From an optimization exercise on the open Yosys and OpenROAD flow, aimed at small area, a short achievable clock period and few clock cycles per item; shortcuts taken in it are not production practice. Only the layout flow was run in this run; the RTL was not checked for function there. No activity file was given, so power comes from the tool's default toggle rates.

File: design/flow/design.v
module cory_vtap2 #(
  parameter int N = 8,
  parameter int W = 8
) (
  input  logic         clk,
  input  logic         reset,
  input  logic         i_a_v,
  input  logic [N-1:0] i_a_d,
  input  logic         i_a_last_x,
  input  logic         i_a_last_y,
  output logic         o_a_r,
  output logic         o_z_v,
  output logic [N-1:0] o_z_d,
  output logic [N-1:0] o_z_up,
  output logic         o_z_up_v,
  output logic         o_z_last_x,
  output logic         o_z_last_y,
  input  logic         i_z_r
);
  logic         ar_q;
  logic         iv0_q, iv1_q;
  logic [N-1:0] id0_q, id1_q;
  logic         ix0_q, ix1_q, iy0_q, iy1_q;
  logic         acc, mstep;
  assign o_a_r = ar_q;
  assign acc   = i_a_v & ar_q;
  always_ff @(posedge clk) begin
    if (reset) begin
      ar_q  <= 1'b1;
      iv0_q <= 1'b0;
      iv1_q <= 1'b0;
    end else begin
      if (mstep) begin
        iv0_q <= iv1_q | acc;
        iv1_q <= iv1_q & acc;
        ar_q  <= ~(iv1_q & acc);
      end else begin
        iv0_q <= iv0_q | acc;
        iv1_q <= iv1_q | (iv0_q & acc);
        ar_q  <= ~(iv1_q | (iv0_q & acc));
      end
    end
  end
  always_ff @(posedge clk) begin
    if (mstep) begin
      if (iv1_q) begin
        id0_q <= id1_q; ix0_q <= ix1_q; iy0_q <= iy1_q;
      end else begin
        id0_q <= i_a_d; ix0_q <= i_a_last_x; iy0_q <= i_a_last_y;
      end
      id1_q <= i_a_d; ix1_q <= i_a_last_x; iy1_q <= i_a_last_y;
    end else begin
      if (~iv0_q) begin
        id0_q <= i_a_d; ix0_q <= i_a_last_x; iy0_q <= i_a_last_y;
      end
      if (~iv1_q) begin
        id1_q <= i_a_d; ix1_q <= i_a_last_x; iy1_q <= i_a_last_y;
      end
    end
  end
  localparam int NG = W - 3;
  logic [W-1:0]  col_q;
  logic          row0_q;
  logic [NG-1:0] cg, okg;
  logic [N-1:0]  head [NG];
  logic          mem_ok;
  logic          osp_q;
  logic [N-1:0]  rd;
  always_comb begin
    mem_ok = |(cg & okg);
    rd = '0;
    for (int k = 0; k < NG; k++) if (cg[k]) rd = rd | head[k];
  end
  assign mstep = iv0_q & mem_ok & osp_q;
  always_ff @(posedge clk) begin
    if (reset) begin
      col_q  <= '0;
      row0_q <= 1'b1;
    end else if (mstep) begin
      if (ix0_q) begin
        col_q  <= '0;
        row0_q <= iy0_q;
      end else begin
        col_q  <= col_q + 1'b1;
      end
    end
  end
  for (genvar k = 0; k < NG; k++) begin : g_grp
    localparam int SB = (k == 0) ? 4 : k + 3;    
    localparam int S  = 1 << SB;
    logic [SB-1:0] off_q;
    logic [SB-1:0] lo;
    logic [N-1:0]  m_q [S];
    logic          acc_g, rot_g;
    assign lo = col_q[SB-1:0];
    if (k == 0) begin : g_c0
      assign cg[k] = (col_q[W-1:4] == '0);
    end else begin : g_ck
      assign cg[k] = (col_q[W-1:SB] == 1);
    end
    assign okg[k]  = (off_q == lo);
    assign head[k] = m_q[0];
    assign acc_g   = mstep & cg[k];
    assign rot_g   = acc_g | ((off_q != '0) & ~(cg[k] & (lo != '0)));
    always_ff @(posedge clk) begin
      if (reset) off_q <= '0;
      else if (rot_g) off_q <= off_q + 1'b1;
    end
    always_ff @(posedge clk) begin
      if (rot_g) begin
        for (int i = 0; i < S - 1; i++) m_q[i] <= m_q[i+1];
        m_q[S-1] <= acc_g ? id0_q : m_q[0];
      end
    end
  end
  logic         ov0_q, ov1_q;
  logic [N-1:0] od0_q, od1_q, ou0_q, ou1_q;
  logic         ouv0_q, ouv1_q, ox0_q, ox1_q, oy0_q, oy1_q;
  logic [N-1:0] r_up;
  logic         del;
  assign r_up = row0_q ? '0 : rd;
  assign del  = ov0_q & i_z_r;
  always_ff @(posedge clk) begin
    if (reset) begin
      osp_q <= 1'b1;
      ov0_q <= 1'b0;
      ov1_q <= 1'b0;
    end else begin
      if (del) begin
        ov0_q <= ov1_q | mstep;
        ov1_q <= ov1_q & mstep;
        osp_q <= ~(ov1_q & mstep);
      end else begin
        ov0_q <= ov0_q | mstep;
        ov1_q <= ov1_q | (ov0_q & mstep);
        osp_q <= ~(ov1_q | (ov0_q & mstep));
      end
    end
  end
  always_ff @(posedge clk) begin
    if (del) begin
      if (ov1_q) begin
        od0_q <= od1_q; ou0_q <= ou1_q; ouv0_q <= ouv1_q;
        ox0_q <= ox1_q; oy0_q <= oy1_q;
      end else begin
        od0_q <= id0_q; ou0_q <= r_up; ouv0_q <= ~row0_q;
        ox0_q <= ix0_q; oy0_q <= iy0_q;
      end
      od1_q <= id0_q; ou1_q <= r_up; ouv1_q <= ~row0_q;
      ox1_q <= ix0_q; oy1_q <= iy0_q;
    end else begin
      if (~ov0_q) begin
        od0_q <= id0_q; ou0_q <= r_up; ouv0_q <= ~row0_q;
        ox0_q <= ix0_q; oy0_q <= iy0_q;
      end
      if (~ov1_q) begin
        od1_q <= id0_q; ou1_q <= r_up; ouv1_q <= ~row0_q;
        ox1_q <= ix0_q; oy1_q <= iy0_q;
      end
    end
  end
  assign o_z_v      = ov0_q;
  assign o_z_d      = od0_q;
  assign o_z_up     = ou0_q;
  assign o_z_up_v   = ouv0_q;
  assign o_z_last_x = ox0_q;
  assign o_z_last_y = oy0_q;
endmodule
File: design/flow/run.sh
#!/bin/bash
# synth_recipe.tcl (not shown) runs the flow's synth.tcl, then flattens the netlist and writes it again
# the make line also repeats each setting of config.mk as NAME=value (left out here)
make -C /OpenROAD-flow-scripts/flow DESIGN_CONFIG=/design/flow/config.mk WORK_HOME=/design/flow/orfs CLKGATE_MAP_FILE= SYNTH_SCRIPT=/design/flow/synth_recipe.tcl finish
File: design/flow/config.mk
export PLATFORM = sky130hd
export DESIGN_NAME = cory_vtap2
export DESIGN_NICKNAME = cory_vtap2
export VERILOG_FILES = /design/flow/design.v
export SDC_FILE = /design/flow/constraint.sdc
export NUM_CORES = 4
export LEC_CHECK = 0
export ABC_CLOCK_PERIOD_IN_PS = 2000
export CAP_MARGIN = 20
export CORE_MARGIN = 2
export CORE_UTILIZATION = 40
export SETUP_SLACK_MARGIN = 1.3
export SLEW_MARGIN = 20
File: design/flow/constraint.sdc
create_clock -name core_clock -period 3.3 [get_ports {clk}]
set_input_delay 0.6600 -clock core_clock [delete_from_list [all_inputs] [get_ports {clk}]]
set_output_delay 0.6600 -clock core_clock [all_outputs]
set_load 0.01 [all_outputs]
==> impl_metrics.yaml <==
yosys:
  yosysWarnings: 7
  ys_async_sr_fraction_pct: 0
  syn-cell-area_sq_um: 67000
  syn_nets: 2609
  synth_edf_count: 2077
  ys.flop_type: "edfxtp_1"
  seq_area_frac_synth_pct: 95.1
  synth_seq_cells: 2147
  syn_area_per_cell_sq_um: 26.0
  netlist-cell-type-count: 64
  postSynthCellCount: 2583
routing:
  wl_per_cell_microns: 22.2
  route.detailed.drc: 0
  drtAntennaViolNets: 0
  drt_iter0_drc: 2451
  wl_mm: 130
  vias: 28000
  dr.pass1.iters: 5
  via_per_inst: 4.78
global_route:
  met1_usage_pct: 21.8
  grt_pass1_vias: 27900
  gr-max-usage-layer: "met1"
  grtUsageMet2_pct: 21.0
  grt_max_degree: 44
  grt_use_total_pct: 14.3
  grtUsageMet3_pct: 3.20
  grt_overflow: 0
  antenna_found_initial: 9
  grt_pass1_wl_mm: 182
pwr:
  p_per_area_nw_per_um2: 842
  power.leakage_nw: 30.6
  ir_drop_v: 0.000539
timing:
  slew_headroom_pct: 43.9
  period_share_pct: 79.1
  fmax_ghz: 0.383
  drv_slew: 0
  finalClockSkew_ns: 0.0363
  hold_viol: 0
  setup_tns_ns: 0
  layout_min_cycle_time_ns: 2.61
  tightest_slew_ns: 0.842
  setup_violations: 0
  rsz0062_at_grt: "yes"
placement:
  gp_congestion: 0.778
  place_area_sq_um: 71000
  dp_hpwl_mm: 46.3
  portBuffers: 34
critical_path:
  worstPathCellList: "buf_6, xnor2_2, nand4_1, o22ai_4, a31oi_4, clkinvlp_4, buf_12, buf_12, buf_16, buf_12, buf_8, buf_12, buf_16"
  startpoint_type: "flip-flop"
  cp.required_ns: 3.84
  criticalPathCategory: "reg -> reg"
  worst-endpoint-arrival_ns: 3.15
  critPathTopFamily: "buffers and inverters"
  cpMaxStageDelayCell: "dfxtp_4"
  cp-end-kind: "flip-flop"
  worst-path-max-fanout: 8
  reg2reg_slack_ns: 0.69
  cpPeakStageDelay_ns: 0.43
  cpMostUsedCell: "buf_12"
  path_buf_inv: 9
layout:
  layout.area.seq_sq_um: 63800
  multiInputGateArea_sq_um: 3690
  fill_cells: 11600
  drive_gt1_share_pct: 33.1
  fin_area_sq_um: 91400
  synthToLayoutAreaGrowth_pct: 36.3
  nNetsFinal: 3514
floorplanning:
  core_area_sq_um: 167000
  initial_utilization_pct: 40.2
  die_h_microns: 413
  fp.dieArea_sq_um: 171000
  die_x_microns: 413
  num_io_pins: 35
  rows: 150
clock_network:
  clockBufferDepth: 3
  ctsHoldBuffers: 0
  cts_root_buf: "clkbuf_16"
  cts_buffers: 202
  cts_sinks: 2147
  clk_latency_ns: 0.84
  htreeDepth: 4
  cts_tree: "built"
  clkTransAtPathRegs_ns: 0.07
outcome:
  run_status: "timing/DRC/antenna clean"
worst_hold_path:
  hold_path_class: "reg -> reg"
job:
  max-cap-violations: 0
[synth_stat cells, types with 2 or more instances]
master | n | area, sq um
a21boi_0 | 2 | 15.0
a21o_1 | 5 | 37.5
a21oi_1 | 20 | 100
a21oi_4 | 2 | 32.5
a221oi_1 | 8 | 70.1
a22o_1 | 2 | 17.5
a22oi_1 | 8 | 60.1
a31oi_1 | 2 | 12.5
and2_1 | 4 | 25.0
and3_1 | 4 | 25.0
buf_2 | 8 | 40.0
buf_6 | 3 | 33.8
clkbuf_1 | 21 | 78.8
dfxtp_1 | 70 | 1400
edfxtp_1 | 2077 | 62400
ha_1 | 12 | 150
inv_1 | 22 | 82.6
mux2_2 | 85 | 957
mux2_4 | 10 | 150
mux2i_1 | 5 | 50.1
nand2_1 | 31 | 116
nand2_2 | 2 | 12.5
nand2b_1 | 6 | 37.5
nand3_1 | 14 | 70.1
nand3b_1 | 2 | 15.0
nand4_1 | 6 | 37.5
nor2_1 | 40 | 150
nor2b_1 | 9 | 56.3
nor3_1 | 2 | 10.0
nor3b_1 | 2 | 15.0
nor4_1 | 3 | 18.8
o21ai_0 | 17 | 85.1
o31ai_1 | 10 | 75.1
or3_1 | 3 | 18.8
or4_1 | 4 | 30.0
xnor2_1 | 26 | 228
xor2_1 | 9 | 78.8
[area by class of cell]
cell class / instances / share of cell area, %
repair inverters: 4 / 0.0534
clock inverters: 121 / 1.36
flip-flops and latches: 2147 / 69.8
well taps: 2204 / 3.02
diodes: 2 / 0.00548
clock buffers: 252 / 5.81
repair buffers: 728 / 15.8
inverters: 22 / 0.123
multi-input cells: 383 / 4.03
[sequential cells by signal (all words and copies together) (netlist names), 8 cells and up]
signal and cells:
g_grp.m_q 2048, g_grp.off_q 26, col_q 8, id0_q 8, id1_q 8, od0_q 8
od1_q 8, ou0_q 8, ou1_q 8
[where the power goes]
group	internal [mW]	switching, mW
logic	9.41	6.11
registers	36.5	1.73
clock network	13.0	10.2
total	59.0	18.0
[per-layer routing]
metal  share of wire [%]  vias up
li1                    -    12300
met1                  46    14700
met2                  46      816
met3                 5.5      192
met4                 1.8        4
met5               0.018        -
[stage by stage]
| step | cells | total power, mW | setup slack (ns) | hold WS (ns) | util, % |
|---|---|---|---|---|---|
| finish | 5863 | 77.0 | 0.690 | 0.394 | 54.8 |
| global placement | 4856 | 42.7 | 0.244 | 0.400 | 42.6 |
| CTS | 5733 | 74.9 | 0.715 | 0.349 | 53.1 |
| detailed placement | 4856 | 42.9 | 0.249 | 0.405 | 42.6 |
| global route | 5861 | 79.7 | 0.646 | 0.401 | 54.8 |
| floorplan | 2583 | 40.1 | -13.81 | 0.400 | - |
[logic make-up (layout without fill, tap and decap cells)]
kind of cell	after synthesis	count (layout)	synth area share (%)
compound gates	92	92	0.997
xor+xnor	35	35	0.457
fa+ha+maj	12	12	0.224
buf+inv	55	1127	0.357
flops	2147	2147	95.1
mux	100	100	1.73
other cells	0	2	0
simple gates	142	144	1.10
[worst paths after layout]
check / startpoint / end / depth (start not counted)
worst max-delay path: col_q[3] / g_grp[4].m_q[112][7] / 13
worst min-delay path: g_grp[4].m_q[64][0] / g_grp[4].m_q[63][0] / 0
worst min register to register: g_grp[4].m_q[64][0] / g_grp[4].m_q[63][0] / 0
worst max register to register: col_q[3] / g_grp[4].m_q[112][7] / 13
[cells in the final DEF, fill, tap and decap left out, types with 12 or more instances in the layout]
cell type,n
buf_12,150
buf_16,263
buf_2,21
buf_4,47
buf_6,121
buf_8,62
bufinv_16,20
clkbuf_1,44
clkbuf_16,254
clkdlybuf4s50_1,12
clkinv_1,44
clkinv_2,33
dfxtp_1,57
edfxtp_1,2077
inv_1,17
mux2_2,57
mux2_4,38
nand2_1,24
nand3_1,14
nor2_1,38
xnor2_1,23
[what timing repair did]
action / in CTS / in global routing
resized for setup: 670 / 168
cloned: 237 / 65
pin swaps: 28 / 25
setup buffers: 267 / 63
endpoints found under the setup margin: 2193 / 2186

## separate check: timing with driven ports
Ports are ideal in the flow. The routed layout listed here was re-timed in OpenROAD. Step 1 (the two cells are an assumption about what drives the block):
set clk [get_ports {clk}]
set_driving_cell -lib_cell sky130_fd_sc_hd__clkbuf_16 $clk
set_driving_cell -lib_cell sky130_fd_sc_hd__buf_2 [delete_from_list [all_inputs] $clk]
Step 2 times the ports against the registers' clock, not the clock port: input delays grow and output delays shrink by t, the midpoint of the rising clock arrivals with the driver on. Slacks: ideal / step 1 / step 2; pairs: ideal / step 1.
t, ns: 0.894
setup WS [ns]: 0.690 / 0.690 / 0.690
slew at the worst register clock pin (ns): 0.08 / 0.08
After both steps setup and hold are still met in this run. The setup slack of this run moves by 0.000 ns with the drivers and by 0.000 ns with both steps.
